This is an optimization exercise on Yosys and OpenROAD, whose aim is small area, a short achievable clock period and few clock cycles, not a production implementation. Function was checked by simulation only, so behaviour that the tests miss may differ from the original. Power figures rest on the tool's default switching activity, not on a simulated workload.

Design cpu, start of the top module:
module cpu #(
    parameter int rob_depth = 8
) (
    input  logic                        clk,
    input  logic                        rst,
    input  logic [cpu_pkg::instr_w-1:0] instr,
    input  logic                        instr_valid,
    input  logic [15:0]                 sw,
    output logic                        stall,
    output cpu_pkg::data_t              led,
    output logic                        retire_valid,
    output cpu_pkg::reg_addr_t          retire_rd,
    output cpu_pkg::data_t              retire_value,
    output logic                        retire_write
);
export LEC_CHECK = 0
export ABC_AREA = 1
export CAP_MARGIN = 20
export CORE_MARGIN = 2
export CORE_UTILIZATION = 40
export SETUP_SLACK_MARGIN = 3.0
export SLEW_MARGIN = 20
export TNS_END_PERCENT = 10
create_clock -name core_clock -period 5.5 [get_ports {clk}]
run.sh (not shown) runs the stock make flow with config.mk's settings and CLKGATE_MAP_FILE= SYNTH_SCRIPT=/design/flow/synth_recipe.tcl, a recipe that flattens the netlist after the stock synthesis.
Testbench counts at the start, summed over its fixed seeds: cycles 4,663.
Rerun with:
Settings changed: TNS_END_PERCENT 10 to default.
- The changed run produced a clean layout
- global-route usage hardly moves
- non-clock buffer count is unchanged
- count of clock-buffer cells in the layout does not change
- sequential share of layout area is about the same
- setup slack improves by 0.32 ns
- synthesized area does not change
- design area is about the same
- routed wire length is about the same
- die area is unchanged
- via count climbs slightly
- sequential cell count stays the same
Rerun with:
Settings changed: ABC_AREA 1 to default.
Result: Cell area rises by 8.5%. Global-route usage rises by 2.1 points. First-iteration DRC count rises by 14%.
Rerun with:
Settings changed: ABC_AREA from default to 1, CTS_CLUSTER_SIZE from default to 28, SETUP_SLACK_MARGIN 3.0 to 3.2.
The new run completed without violations.
Total power fell by 8.5%.
Combinational power fell by 24%.
Cell count rose by 18%.
Core utilization rose by 0.19 points.
Count of clock-buffer cells in the layout fell by 2.
Worst hold slack improves by 0.0043 ns.
Flip-flop and latch count does not change.
Area after synthesis fell by 4.2%.
Sequential power fell by about 2%.
Register-to-register slack improves by 0.27 ns.
Fmax rose by 11%.


cpu, a different RTL version from the one above (not shown whole).
For scale: about 1600 cells after synthesis, roughly 230 flip-flops, ~58 I/O pins, about 0.013 mm^2 of cells after synthesis.
Settings: LEC_CHECK=0, ABC_AREA=1, CAP_MARGIN=20, CORE_MARGIN=2, CORE_UTILIZATION=60, PLACE_DENSITY=0.75, SETUP_SLACK_MARGIN=3.6, SLEW_MARGIN=20; clock period 5.5 ns.
The starting point passed the timing, design-rule and antenna checks.
Testbench counts at the start, summed over its fixed seeds: cycles 4,663.
Next try:
- CORE_UTILIZATION: 60 -> 40
- PLACE_DENSITY: 0.75 -> default
- SETUP_SLACK_MARGIN: 3.6 -> 3.0
What happened:
- The new run produced a clean layout
- cell area went down by 12%
- maximum frequency went down by 2.3%
- power went down by 9.4%
- non-clock buffer count went down by 82
- critical path depth went down by 11


run A:
cpu with an RTL version that a note above also has.
For scale: roughly 1600 cells after synthesis, about 230 flip-flops, ~13000 um2 of cells after synthesis.
clock: 5.5 ns
lec_check: 0
abc_area: 1
cap_margin: 20
core_margin: 2
core_utilization: 40
setup_slack_margin: 3.2
slew_margin: 20
tns_end_percent: 10
Run A: full flow OK, the timing, design-rule and antenna checks passed
Testbench counts of run A, summed over its fixed seeds: cycles 4,663.
Modified inputs, run B compared to run A
Settings: clearing TNS_END_PERCENT, which used to be 10.
--- outcome ---
The routed wire length per instance on run A is in line with that on run B. Run A → run B: number of buffers inserted by port buffering flat, sequential share of layout area now sits lower. Post-route minimum period on run B is ahead of run A.
## Diff of input files: run C against run B
Settings: a change of SETUP_SLACK_MARGIN from 3.2 to 3.4.
## What came out
Per the comparison of run C with run B, fmax about even, maximum number of pins on one net before global-route repair about even.
[run C vs run B] detailed-routed wire length on met3: higher in run C
Run C reports a higher data-path buffer share of cell area in the final layout than run B does.
Clock group share of total power in run C vs run B: down 0.6 points
Compared with run B, run C shows first-pass GRT wire length higher by about 3.2%.
Comparing the two runs side by side, run C comes out behind run B on total power.
Summary of run C over run B: final worst-path cycle share did not really move; critical path depth about even.
Run C vs run B: switching share of total power down
Edits applied to the flow inputs when going from run C to run D:
Settings: SETUP_SLACK_MARGIN changed from 3.4 to 3.6.
Notes after the runs:
Summary of run D over run C: maximum number of pins on one net before global-route repair now sits lower; remaining design rule violation count closely matched the old numbers; multi-input gate count shows no meaningful change; buffers inserted during post-CTS setup optimization rose by 25. Between run C and run D, the flow reports global-route wire length before repair increasing by a few percent.


cpu, a different RTL version from the one above (not shown whole).
Size in the first run: about 230 flip-flops, roughly 58 I/O pins, roughly 12000 um^2 of cells after synthesis.
make LEC_CHECK=0 ABC_AREA=1 CAP_MARGIN=20 CORE_MARGIN=2 CORE_UTILIZATION=40 SETUP_SLACK_MARGIN=3.1 SLEW_MARGIN=20 finish   # period 5.5 ns
Testbench counts at the start, summed over its fixed seeds: cycles 4,663.
==> next run, changes <==
- CAP_MARGIN: 20 -> 0
- CORE_UTILIZATION: 40 -> 50
- SETUP_SLACK_MARGIN: 3.1 -> 3.2
- SLEW_MARGIN: 20 -> 0
=> The new run finished with timing, DRC and antenna clean; combinational power grows by a few percent; maximum frequency grows by a few percent; power shrinks by a few percent; first-iteration DRC count grows by about a fifth; setup slack is better by 0.057 ns; hold slack hardly moves; register-to-register slack is better by 0.06 ns.
==> next run, changes <==
- CORE_UTILIZATION: 50 -> 40
Effect: Worst setup slack is worse by 0.031 ns; synthesized cell count does not change; design area grows by 1.7%; register-to-register slack loses 0.06 ns; critical path depth went up by 9; combinational power barely changes; global-route usage went down by 6.3 points.
==> next run, changes <==
- CAP_MARGIN: 0 -> 20
- CORE_UTILIZATION: 40 -> 50
- SLEW_MARGIN: 0 -> 20
Final area goes down slightly.
Clock power goes down by roughly a tenth.
Cell count goes down by a few percent.
Register-to-register slack improved by 0.07 ns.
Fmax climbs slightly.


Setup of the reference run:
cpu, a different RTL version from the one above (not shown whole).
For scale: ~1200 cells after synthesis, ~230 flip-flops, about 58 I/O pins, about 13000 sq um of cells after synthesis.
// cpu
module cpu #(
    parameter int rob_depth = 8
) (
    input  logic                        clk,
    input  logic                        rst,
    input  logic [cpu_pkg::instr_w-1:0] instr,
    input  logic                        instr_valid,
    input  logic [15:0]                 sw,
    output logic                        stall,
    output cpu_pkg::data_t              led,
    output logic                        retire_valid,
    output cpu_pkg::reg_addr_t          retire_rd,
    output cpu_pkg::data_t              retire_value,
    output logic                        retire_write
);
export LEC_CHECK = 0
export CAP_MARGIN = 20
export CORE_MARGIN = 2
export CORE_UTILIZATION = 40
export SETUP_SLACK_MARGIN = 3.0
export SLEW_MARGIN = 20
create_clock -name core_clock -period 5.5 [get_ports {clk}]
Testbench counts of the reference run, summed over its fixed seeds: cycles 4,663.
Input changes introduced in the trial run (baseline for comparison: the reference run):
- an added ABC_AREA of 1
==> comparison <==
The reference run has a lower sequential fraction of total cell area than the trial run.
The trial run vs the reference run, area of combinational cells with multiple inputs went down by about 11%.
Number of well taps of the trial run falls short of that of the reference run slightly.
Summary of the comparison: power per cell area is higher in the trial run, relative to the reference run.
Most frequent standard cell in the layout excluding fill and tap cells: sky130_fd_sc_hd__edfxtp_1 -> the reference run, sky130_fd_sc_hd__nand2_1 -> the trial run
The minimum setup slack in the final design of the trial run falls short of that of the reference run by 0.11 ns.
Lower critical path depth goes to the trial run over the reference run.

[port drivers added, routing unchanged]
The results above use ideal ports. As a check the final layouts listed here were re-extracted and re-timed, cells and wires unchanged.
Step 1 sets driving cells, clkbuf_16 on the clock port and buf_2 on the other inputs (assumed; they add their load-dependent delay and slew).
Step 2 also shifts input and output timing later by t, the mid clock arrival at the registers, as if the neighbouring blocks saw the same clock.
a / b / c = no drivers / after step 1 / after step 2; a / b = the first two.
run	shift t [ns]	setup slack, ns	worst setup path after step 2
the first run of note 1	0.599	2.816 / 2.766 / 2.289	input to register
the second run of note 1	0.601	3.131 / 3.081 / 2.817	input to register
the third run of note 1	0.591	2.975 / 2.975 / 2.628	input to register
the fourth run of note 1	0.601	3.227 / 3.177 / 2.662	input to register
the first run of note 2	0.589	3.108 / 3.108 / 3.063	input to register
the second run of note 2	0.584	3.051 / 3.001 / 2.650	input to register
run A	0.606	2.930 / 2.875 / 2.665	input to register
run B	0.601	3.227 / 3.177 / 2.662	input to register
run C	0.605	3.225 / 3.173 / 2.860	input to register
run D	0.594	3.229 / 3.178 / 3.077	input to register
the first run of note 4	0.597	3.164 / 3.113 / 2.697	input to register
the second run of note 4	0.568	3.220 / 3.172 / 2.716	input to register
the third run of note 4	0.606	3.189 / 3.171 / 2.701	input to register
the fourth run of note 4	0.575	3.225 / 3.175 / 2.698	input to register
the reference run	0.576	2.944 / 2.944 / 2.499	input to register
the trial run	0.603	2.831 / 2.856 / 2.253	input to register
After both steps setup and hold are still met in every run listed. For the trial run, which loses most, drivers alone change the setup slack by +0.025 ns; drivers and shift together by -0.578 ns.
